From an optimization exercise on the open Yosys and OpenROAD flow, aimed at small area; shortcuts taken in it are not production practice.
The RTL was checked by simulation tests, not by an equivalence proof against the original design.
No activity file was given, so power comes from the tool's default toggle rates.

--- run.sh ---
#!/bin/bash
# synth_recipe.tcl (not shown) runs the flow's synth.tcl, then flattens the netlist and writes it again
# the make line also repeats each setting of config.mk as NAME=value (left out here)
make -C /OpenROAD-flow-scripts/flow DESIGN_CONFIG=/design/flow/config.mk WORK_HOME=/design/flow/orfs CLKGATE_MAP_FILE= SYNTH_SCRIPT=/design/flow/synth_recipe.tcl finish
--- config.mk ---
export PLATFORM = sky130hd
export DESIGN_NAME = dtc_sim_top
export DESIGN_NICKNAME = dtc_sim_top
export VERILOG_FILES = /design/flow/design.v
export SDC_FILE = /design/flow/constraint.sdc
export NUM_CORES = 4
export LEC_CHECK = 0
export CAP_MARGIN = 20
export CORE_MARGIN = 2
export CORE_UTILIZATION = 40
export PLACE_DENSITY = 0.6
export SLEW_MARGIN = 20
--- constraint.sdc ---
create_clock -name core_clock -period 7.0 [get_ports {serdes_clk}]
set_input_delay 1.4000 -clock core_clock [delete_from_list [all_inputs] [get_ports {serdes_clk}]]
set_output_delay 1.4000 -clock core_clock [all_outputs]
set_load 0.01 [all_outputs]
--- design.v ---
package dtc_link_pkg;
   typedef struct packed {
      logic [1:0]  k;       
      logic [15:0] data;
   } link_word_t;
   localparam logic [1:0] K_IDLE = 2'b11;    
   localparam logic [1:0] K_CMD  = 2'b10;    
   localparam logic [1:0] K_DATA = 2'b00;    
   localparam logic [15:0] COMMA = 16'hBC3C;    
   localparam int PKT_WORDS     = 10;
   localparam int PAYLOAD_WORDS = 8;
   localparam logic [15:0] CRC_POLY = 16'h1021;
   localparam logic [15:0] CRC_INIT = 16'hFFFF;
endpackage
package dtc_req_pkg;
   typedef enum logic [3:0] {
      DCS_REQ   = 4'd0,
      HEARTBEAT = 4'd1,
      DATA_REQ  = 4'd2
   } pkt_kind_t;
   localparam int OP_W = 6;
   typedef logic [OP_W-1:0] op_t;
   localparam op_t OP_SINGLE_RD = 6'd0;
   localparam op_t OP_SINGLE_WR = 6'd1;
   localparam int TAG_W = 48;
   typedef logic [TAG_W-1:0] tag_t;
   localparam logic [7:0]  HDR_K_BASE = 8'h1C;     
   localparam logic [15:0] DMA_COUNT  = 16'h0010;  
   localparam logic [7:0]  VALID_BIT  = 8'h80;     
   typedef logic [2:0] ring_cnt_t;    
endpackage
`timescale 1ns/1ps
module dtc_crc16 (
   input  logic        serdes_clk,
   input  logic        serdes_resetn,
   input  logic        clear,     
   input  logic        enable,    
   input  logic [15:0] data,
   output logic [15:0] crc
);
   logic [15:0] crc_next;
   always_comb
   begin
      crc_next = crc;
      for (int i = 15; i >= 0; i--)
      begin
         if (crc_next[15] ^ data[i])
            crc_next = {crc_next[14:0], 1'b0} ^ dtc_link_pkg::CRC_POLY;
         else
            crc_next = {crc_next[14:0], 1'b0};
      end
   end
   always_ff @(posedge serdes_clk or negedge serdes_resetn)
   begin
      if (!serdes_resetn)
         crc <= dtc_link_pkg::CRC_INIT;
      else if (clear)
         crc <= dtc_link_pkg::CRC_INIT;
      else if (enable)
         crc <= crc_next;
   end
endmodule
`timescale 1ns/1ps
module dtc_request_capture (
   input  logic              serdes_clk,
   input  logic              serdes_resetn,
   input  logic              start,
   input  logic              cfo_emul_en,            
   input  logic [3:0]        packet_type,
   input  dtc_req_pkg::op_t  op_code,
   input  logic [15:0]       addr,
   input  logic [15:0]       wdata,
   input  dtc_req_pkg::tag_t event_window_tag,
   input  dtc_req_pkg::tag_t event_window_offset,    
   input  logic [31:0]       event_mode,
   input  logic [7:0]        rf_marker,
   input  logic              on_spill,
   input  logic              datareq_last_word,      
   output logic                   req_start,
   output dtc_req_pkg::pkt_kind_t req_kind,
   output dtc_req_pkg::op_t       req_op_code,
   output logic [15:0]            req_addr,
   output logic [15:0]            req_wdata,
   output dtc_req_pkg::tag_t      req_window_tag,
   output logic [31:0]            req_event_mode,
   output logic [7:0]             req_rf_marker,
   output logic                   req_on_spill,
   output dtc_req_pkg::tag_t      req_event_tag
);
   logic              last_d1, last_d2;    
   logic              last_rise;
   logic              first_start;         
   dtc_req_pkg::tag_t evt_tag;
   dtc_req_pkg::tag_t evt_tag_next;
   assign last_rise = last_d1 & ~last_d2;
   always_comb
   begin
      evt_tag_next = evt_tag;
      if (last_rise)
         evt_tag_next = evt_tag + 1'b1;    
      if (start)
      begin
         if (!cfo_emul_en)
            evt_tag_next = event_window_tag;
         else if (first_start)
            evt_tag_next = event_window_offset + 1'b1;
      end
   end
   always_ff @(posedge serdes_clk or negedge serdes_resetn)
   begin
      if (!serdes_resetn)
      begin
         req_start <= 1'b0;
         last_d1       <= 1'b0;
         last_d2       <= 1'b0;
         first_start   <= 1'b1;
         evt_tag       <= '0;
      end
      else
      begin
         req_start <= start;    
         last_d1       <= datareq_last_word;
         last_d2       <= last_d1;
         evt_tag       <= evt_tag_next;
         if (start && cfo_emul_en)
            first_start <= 1'b0;
      end
   end
   always_ff @(posedge serdes_clk)
   begin
      if (start)
      begin
         req_kind       <= dtc_req_pkg::pkt_kind_t'(packet_type);
         req_op_code    <= op_code;
         req_addr       <= addr;
         req_wdata      <= wdata;
         req_window_tag <= event_window_tag;
         req_event_mode <= event_mode;
         req_rf_marker  <= rf_marker;
         req_on_spill   <= on_spill;
         req_event_tag  <= evt_tag_next;    
      end
   end
endmodule
`timescale 1ns/1ps
module dtc_packet_builder (
   input  logic                    serdes_clk,
   input  logic                    serdes_resetn,
   input  logic                    req_start,
   input  dtc_req_pkg::pkt_kind_t  req_kind,
   input  dtc_req_pkg::op_t        req_op_code,
   input  logic [15:0]             req_addr,
   input  logic [15:0]             req_wdata,
   input  dtc_req_pkg::tag_t       req_window_tag,
   input  logic [31:0]             req_event_mode,
   input  logic [7:0]              req_rf_marker,
   input  logic                    req_on_spill,
   input  dtc_req_pkg::tag_t       req_event_tag,
   input  logic                    room,       
   output logic                    wr_en,      
   output dtc_link_pkg::link_word_t wr_word
);
   localparam int IW = $clog2(dtc_link_pkg::PAYLOAD_WORDS);
   typedef enum logic [1:0] {
      ST_IDLE,    
      ST_PAY,     
      ST_CRC,     
      ST_GAP      
   } state_t;
   state_t                 state;
   logic [IW-1:0]          idx;         
   dtc_req_pkg::ring_cnt_t ring_cnt;
   logic [15:0]            pay_word;    
   logic [15:0]            crc;
   logic                   crc_clr, crc_en;
   assign crc_clr = (state == ST_IDLE);    
   assign crc_en  = (state == ST_PAY);     
   always_comb
   begin
      pay_word = 16'h0000;    
      if (idx == 0)
         pay_word = dtc_req_pkg::DMA_COUNT;
      else if (idx == 1)
         pay_word = {dtc_req_pkg::VALID_BIT, req_kind, 4'h0};   
      else
      begin
         case (req_kind)
            dtc_req_pkg::DCS_REQ:
               case (idx)
                  2: pay_word = {10'b0, req_op_code};
                  3: pay_word = req_addr;
                  4: if (req_op_code == dtc_req_pkg::OP_SINGLE_WR)
                        pay_word = req_wdata;    
                  default: pay_word = 16'h0000;
               endcase
            dtc_req_pkg::HEARTBEAT:
               case (idx)
                  2: pay_word = req_window_tag[15:0];
                  3: pay_word = req_window_tag[31:16];
                  4: pay_word = req_window_tag[47:32];
                  5: pay_word = req_event_mode[15:0];
                  6: pay_word = req_event_mode[31:16];
                  default: pay_word = {req_rf_marker, 7'b0, req_on_spill};
               endcase
            dtc_req_pkg::DATA_REQ:
               case (idx)
                  2: pay_word = req_event_tag[15:0];
                  3: pay_word = req_event_tag[31:16];
                  4: pay_word = req_event_tag[47:32];
                  default: pay_word = 16'h0000;    
               endcase
            default: pay_word = 16'h0000;
         endcase
      end
   end
   always_ff @(posedge serdes_clk or negedge serdes_resetn)
   begin
      if (!serdes_resetn)
      begin
         state    <= ST_IDLE;
         idx      <= '0;
         ring_cnt <= '0;
         wr_en    <= 1'b0;
      end
      else
      begin
         wr_en <= 1'b0;
         case (state)
            ST_IDLE:
               if (req_start && room)    
               begin
                  wr_en    <= 1'b1;
                  ring_cnt <= ring_cnt + 1'b1;    
                  idx      <= '0;
                  state    <= ST_PAY;
               end
            ST_PAY:
            begin
               wr_en <= 1'b1;
               idx   <= idx + 1'b1;
               if (idx == IW'(dtc_link_pkg::PAYLOAD_WORDS - 1))
                  state <= ST_CRC;
            end
            ST_CRC:
            begin
               wr_en <= 1'b1;    
               state <= ST_GAP;
            end
            default:
               state <= ST_IDLE;
         endcase
      end
   end
   always_ff @(posedge serdes_clk)
   begin
      case (state)
         ST_IDLE: wr_word <= {dtc_link_pkg::K_CMD, dtc_req_pkg::HDR_K_BASE,
                              ring_cnt, 1'b0, req_kind};
         ST_PAY:  wr_word <= {dtc_link_pkg::K_DATA, pay_word};
         ST_CRC:  wr_word <= {dtc_link_pkg::K_DATA, crc};
         default: wr_word <= wr_word;
      endcase
   end
   dtc_crc16 u_crc (
      .serdes_clk    (serdes_clk),
      .serdes_resetn (serdes_resetn),
      .clear         (crc_clr),
      .enable        (crc_en),
      .data          (pay_word),
      .crc           (crc)
   );
endmodule
`timescale 1ns/1ps
module dtc_tx_sender #(
   parameter int FIFO_DEPTH = 32
) (
   input  logic                     serdes_clk,
   input  logic                     serdes_resetn,
   input  logic                     wr_en,
   input  dtc_link_pkg::link_word_t wr_word,
   input  logic                     marker_on,    
   output logic                     room,         
   output logic [15:0]              tx_data,
   output logic [1:0]               tx_k
);
   localparam int AW = $clog2(FIFO_DEPTH);
   localparam int CW = $clog2(FIFO_DEPTH + 1);
   localparam int BW = $clog2(dtc_link_pkg::PKT_WORDS);
   logic [17:0]   mem [0:FIFO_DEPTH-1];    
   logic [AW-1:0] wr_ptr, rd_ptr;
   logic [CW-1:0] fill;         
   logic          burst;        
   logic [BW-1:0] burst_cnt;    
   logic          rd_en;
   dtc_link_pkg::link_word_t rd_word;    
   assign room  = (fill <= CW'(FIFO_DEPTH - dtc_link_pkg::PKT_WORDS));
   assign rd_en = burst & ~marker_on;    
   assign rd_word = mem[rd_ptr];
   always_ff @(posedge serdes_clk)
   begin
      if (wr_en)
         mem[wr_ptr] <= wr_word;
   end
   always_ff @(posedge serdes_clk or negedge serdes_resetn)
   begin
      if (!serdes_resetn)
      begin
         wr_ptr    <= '0;
         rd_ptr    <= '0;
         fill      <= '0;
         burst     <= 1'b0;
         burst_cnt <= '0;
      end
      else
      begin
         if (wr_en)
            wr_ptr <= (wr_ptr == AW'(FIFO_DEPTH - 1)) ? '0 : wr_ptr + 1'b1;
         if (rd_en)
            rd_ptr <= (rd_ptr == AW'(FIFO_DEPTH - 1)) ? '0 : rd_ptr + 1'b1;
         fill <= fill + CW'(wr_en) - CW'(rd_en);
         if (!burst && fill >= CW'(dtc_link_pkg::PKT_WORDS))
            burst <= 1'b1;    
         else if (rd_en)
         begin
            burst_cnt <= burst_cnt + 1'b1;
            if (burst_cnt == BW'(dtc_link_pkg::PKT_WORDS - 1))
            begin
               burst     <= 1'b0;    
               burst_cnt <= '0;
            end
         end
      end
   end
   always_ff @(posedge serdes_clk or negedge serdes_resetn)
   begin
      if (!serdes_resetn)
      begin
         tx_data <= dtc_link_pkg::COMMA;
         tx_k    <= dtc_link_pkg::K_IDLE;
      end
      else if (rd_en)
      begin
         tx_data <= rd_word.data;
         tx_k    <= rd_word.k;
      end
      else
      begin
         tx_data <= dtc_link_pkg::COMMA;
         tx_k    <= dtc_link_pkg::K_IDLE;
      end
   end
endmodule
`timescale 1ns/1ps
module dtc_sim_top #(
   parameter int FIFO_DEPTH = 32    
) (
   input  logic                       serdes_clk,
   input  logic                       serdes_resetn,
   input  logic                       marker_on,
   input  logic                       start,
   input  logic                       cfo_emul_en,
   input  logic [3:0]                 packet_type,    
   input  logic [5:0]                 op_code,        
   input  logic [15:0]                addr,
   input  logic [15:0]                wdata,
   input  logic [dtc_req_pkg::TAG_W-1:0] event_window_tag,
   input  logic [dtc_req_pkg::TAG_W-1:0] event_window_offset,
   input  logic [31:0]                event_mode,
   input  logic [7:0]                 rf_marker,
   input  logic                       on_spill,
   input  logic                       datareq_last_word,
   output logic [15:0]                tx_data,
   output logic [1:0]                 tx_k
);
   logic                     req_start;
   dtc_req_pkg::pkt_kind_t   req_kind;
   dtc_req_pkg::op_t         req_op_code;
   logic [15:0]              req_addr;
   logic [15:0]              req_wdata;
   dtc_req_pkg::tag_t        req_window_tag;
   logic [31:0]              req_event_mode;
   logic [7:0]               req_rf_marker;
   logic                     req_on_spill;
   dtc_req_pkg::tag_t        req_event_tag;
   logic                     wr_en;
   dtc_link_pkg::link_word_t wr_word;
   logic                     room;
   dtc_request_capture u_capture (
      .serdes_clk          (serdes_clk),
      .serdes_resetn       (serdes_resetn),
      .start               (start),
      .cfo_emul_en         (cfo_emul_en),
      .packet_type         (packet_type),
      .op_code             (op_code),
      .addr                (addr),
      .wdata               (wdata),
      .event_window_tag    (event_window_tag),
      .event_window_offset (event_window_offset),
      .event_mode          (event_mode),
      .rf_marker           (rf_marker),
      .on_spill            (on_spill),
      .datareq_last_word   (datareq_last_word),
      .req_start           (req_start),
      .req_kind            (req_kind),
      .req_op_code         (req_op_code),
      .req_addr            (req_addr),
      .req_wdata           (req_wdata),
      .req_window_tag      (req_window_tag),
      .req_event_mode      (req_event_mode),
      .req_rf_marker       (req_rf_marker),
      .req_on_spill        (req_on_spill),
      .req_event_tag       (req_event_tag)
   );
   dtc_packet_builder u_builder (
      .serdes_clk     (serdes_clk),
      .serdes_resetn  (serdes_resetn),
      .req_start      (req_start),
      .req_kind       (req_kind),
      .req_op_code    (req_op_code),
      .req_addr       (req_addr),
      .req_wdata      (req_wdata),
      .req_window_tag (req_window_tag),
      .req_event_mode (req_event_mode),
      .req_rf_marker  (req_rf_marker),
      .req_on_spill   (req_on_spill),
      .req_event_tag  (req_event_tag),
      .room           (room),
      .wr_en          (wr_en),
      .wr_word        (wr_word)
   );
   dtc_tx_sender #(
      .FIFO_DEPTH (FIFO_DEPTH)
   ) u_sender (
      .serdes_clk    (serdes_clk),
      .serdes_resetn (serdes_resetn),
      .wr_en         (wr_en),
      .wr_word       (wr_word),
      .marker_on     (marker_on),
      .room          (room),
      .tx_data       (tx_data),
      .tx_k          (tx_k)
   );
endmodule
==> reports/results.txt <==
grt ovf: 0
hpwl dp: 61,350 µm
gp weighted congestion: 0.9120
post-synthesis sequential area ratio: 0.6987
crit path max fanout: 34
Final Max Tran Viols: 0
WL/cell: 25.57 µm
r2r startpoint: u_builder.idx[2]
dpl cells: 3,445
vias in the first global route: 20.89k
initial detailed-routing violation count: 2,239
area added between synthesis and finish: 18.09%
Setup TNS: 0 ps
EDFF count, synth: 740
DRT Wirelength: 92,380 µm
Vias: 20.53k
R2R cell count: 14
initial antenna violation count: 0
Synth cell types: 79
syn nets: 2,345
ant diodes: 0
share of cells above drive strength 1: 0.1814
cell area power density: 387.3 nW/µm²
Post-synth ARST share: 0.1355
top_reg_cell synth: edfxtp_1
Post-Syn Instances: 2,129
Max Cap Viol: 0
Final Cycle Share: 0.6748
WHS: 377.5 ps
Root Buffer: clkbuf_16
Worst Max-Slew Pin Slew: 1042 ps
vias per cell: 5.681
Slew HR: 0.3028
syn_area_per_cell: 16.91 µm²
first-pass GRT wire length: 136,600 µm
switching share of power: 0.3054
Port Buffers: 202
# clock sinks: 856
CP required: 7560 ps
IO Pins: 203
drt pass-1 iters: 7
dpl ws: 2339 ps
final worst slack: 2277 ps
Critical Path Sink: u_builder.u_crc.crc[12]
Pint: 11.44 mW
fin crit period: 4723 ps
Hold Violations, Final: 0
total track usage: 0.1982
drt drc: 0
post-CTS sizing: 0
Final Power: 16.47 mW
Final Skew: 36.95 ps
# fillers: 7,520
CP Class: reg2reg
Static Leakage: 14.04 nW
HP Class: reg2reg
hold buffers post-CTS: 0
final setup fails: 0
die area: 92,440 µm²
CP Data Arrival Time: 5290 ps
Net Switching: 5.029 mW
Clock transition at path regs: 60 ps
Setup crit start kind: flip-flop
combinational power share: 0.260
# rows: 110
part of the power in registers: 0.450
Clk pwr share: 0.290
critical path startpoint: u_builder.idx[2]
FF-to-FF End: u_builder.u_crc.crc[12]
total clock buffers created by CTS: 91
Max VDD drop: 0.0002075 V
clk latency of the worst-skew pair: 670 ps
DRT antenna net count: 0
Post-Syn Area: 36,010 µm²
Yosys warnings: 4
initial core utilization: 0.4019
die width: 304.0 µm
Non-Filler Instances: 3,613
Die Y-Extent: 304.0 µm
Seq cells post-synth: 856
Max clock buf depth: 3
Worst Setup End Kind: flip-flop
RSZ-0062 raised after global routing: false
minimum setup slack among reg-to-reg paths: 2280 ps
Layout Nets: 2,581
CTS tree: built
H-tree depth: 3
f_max: 0.2117 GHz
post-CTS setup buffers: 0
status: complete, no violations
Core ar.: 89,600 µm²
largest net degree at the start of global routing: 90
[per-layer routing]
| layer | share of wire | GRT usage |
|---|---|---|
| met1 | 0.42 | 0.2736 |
| met2 | 0.49 | 0.3272 |
| met3 | 0.068 | 0.03009 |
| met4 | 0.026 | 0.05750 |
| met5 | 0 | 0 |
[cells in the final DEF, fill, tap and decap left out, drive strengths merged, types with 51 or more instances in the layout]
cell and count:
dfrtp 88, xnor2 88, o22ai 75, nor2 103, clkbuf 136, nand2 151
clkdlybuf4s50 199, a21oi 68, mux4 170, xor2 51, edfxtp 740, buf 58
[logic make-up after synthesis]
family          Yosys count  share of synthesized area
flops                   856                     0.6987
simple gates            431                    0.05681
compound gates          325                    0.06275
mux                     191                     0.1122
buf+inv                 149                    0.01845
xor+xnor                146                    0.04013
fa+ha+maj                31                    0.01098
[per-stage QoR]
stage,utilization,cell area (µm²)
4_1_cts,0.4741,42480
5_1_grt,0.4746,42530
3_5_place_dp,0.4403,39450
6_report,0.4746,42530
3_3_place_gp,0.4403,39450
2_1_floorplan,-,36010
[critical path, stage by stage, from the launching register on]
cell and delay (ps):
dfrtp_1 320, buf_4 280, inv_1 180, ha_2 330, buf_4 310, a21o_1 240, o21ai_1 690, a221oi_1 230
a211oi_2 550, xnor3_1 320, xor2_1 260, xnor3_1 430, xnor3_1 220, a21oi_1 60, or2_1 220
[worst min-delay path by stage]
| stage | start | depth (start not counted) | end | slack (ps) |
|---|---|---|---|---|
| final | u_capture.last_d1 | 0 | u_capture.last_d2 | 380 |
| after global routing | u_capture.last_d1 | 0 | u_capture.last_d2 | 400 |
| after CTS | u_capture.last_d1 | 0 | u_capture.last_d2 | 380 |
| after detailed placement | u_capture.last_d1 | 0 | u_capture.last_d2 | 370 |
| after global placement | u_capture.last_d1 | 0 | u_capture.last_d2 | 350 |
| after floorplan | u_capture.last_d1 | 0 | u_capture.last_d2 | 350 |
[synthesized netlist by cell type (14+ instances only)]
cell      number  share of area
inv_1         33         0.0034
o21ai_0       27         0.0038
nand2_1      151          0.016
dfrtp_1       88          0.061
ha_1          30          0.010
xnor2_1       81          0.020
nor2_1       103          0.011
o22ai_1       75          0.013
a21oi_1       67         0.0093
o211ai_1      26         0.0054
nand4_1       17         0.0030
nor3_1        27         0.0038
mux2i_1       19         0.0053
nand3_1       49         0.0068
mux4_2       170           0.11
xor2_1        49          0.012
dfstp_2       28          0.020
a222oi_1      31         0.0086
clkbuf_1      77         0.0080
edfxtp_1     740           0.62
a22o_1        15         0.0036
or2_2         14         0.0024
and3_1        15         0.0026
[sequential cells by signal, indices dropped and copies added (netlist names), 2 cells and up]
register / count
u_builder.idx: 3
u_sender.mem: 544
u_sender.tx_k: 2
u_sender.wr_ptr: 5
u_capture.req_op_code: 6
u_capture.req_rf_marker: 8
u_sender.rd_ptr: 5
u_capture.req_wdata: 16
u_capture.req_kind: 4
u_capture.req_window_tag: 48
u_sender.burst_cnt: 4
u_builder.ring_cnt: 3
u_capture.req_addr: 16
u_capture.req_event_tag: 48
u_sender.fill: 6
u_builder.u_crc.crc: 16
u_sender.tx_data: 16
u_builder.state: 2
u_builder.wr_word: 17
u_capture.req_event_mode: 32
u_capture.evt_tag: 48
[cell type report]
type                    instances  area [µm²]  area share
clock buffers                 135        2574     0.06052
clock inverters                30       455.4     0.01071
inverters                      34       127.6    0.003001
multi-input cells            1124       10260      0.2414
flip-flops and latches        856       25170      0.5918
well taps                    1176        1471     0.03460
repair buffers                258        2465     0.05796
[power by group through the flow]
stage / registers [mW] / logic, mW / clock network, mW
floorplan: 7.13 / 3.14 / 0
global placement: 7.50 / 4.18 / 0
detailed placement: 7.58 / 4.23 / 0
CTS: 7.48 / 4.26 / 4.87
global route: 7.53 / 4.61 / 5.08
finish: 7.42 / 4.28 / 4.77

-- what the ideal ports hide --
How much do the figures lean on ideal ports? The routed layout below was timed once more, with nothing changed but the port constraints.
Step 1, drivers: a clkbuf_16 drives serdes_clk and a buf_2 each remaining input, both assumed.
Step 2 moves the port delays by t, midway between the first and last clock arrival at a register: inputs arrive t later, outputs are due t later. That takes back most of the time a late clock gives input paths.
a / b / c = no drivers / after step 1 / after step 2; a / b = the first two.
t (ns): 0.718
slack for setup (ns): 2.277 / 2.277 / 2.277
clock arrival spread, ns: 0.039 / 0.039
After both steps setup and hold are still met in this run. The setup slack of this run moves by 0.000 ns with the drivers and by 0.000 ns with both steps.
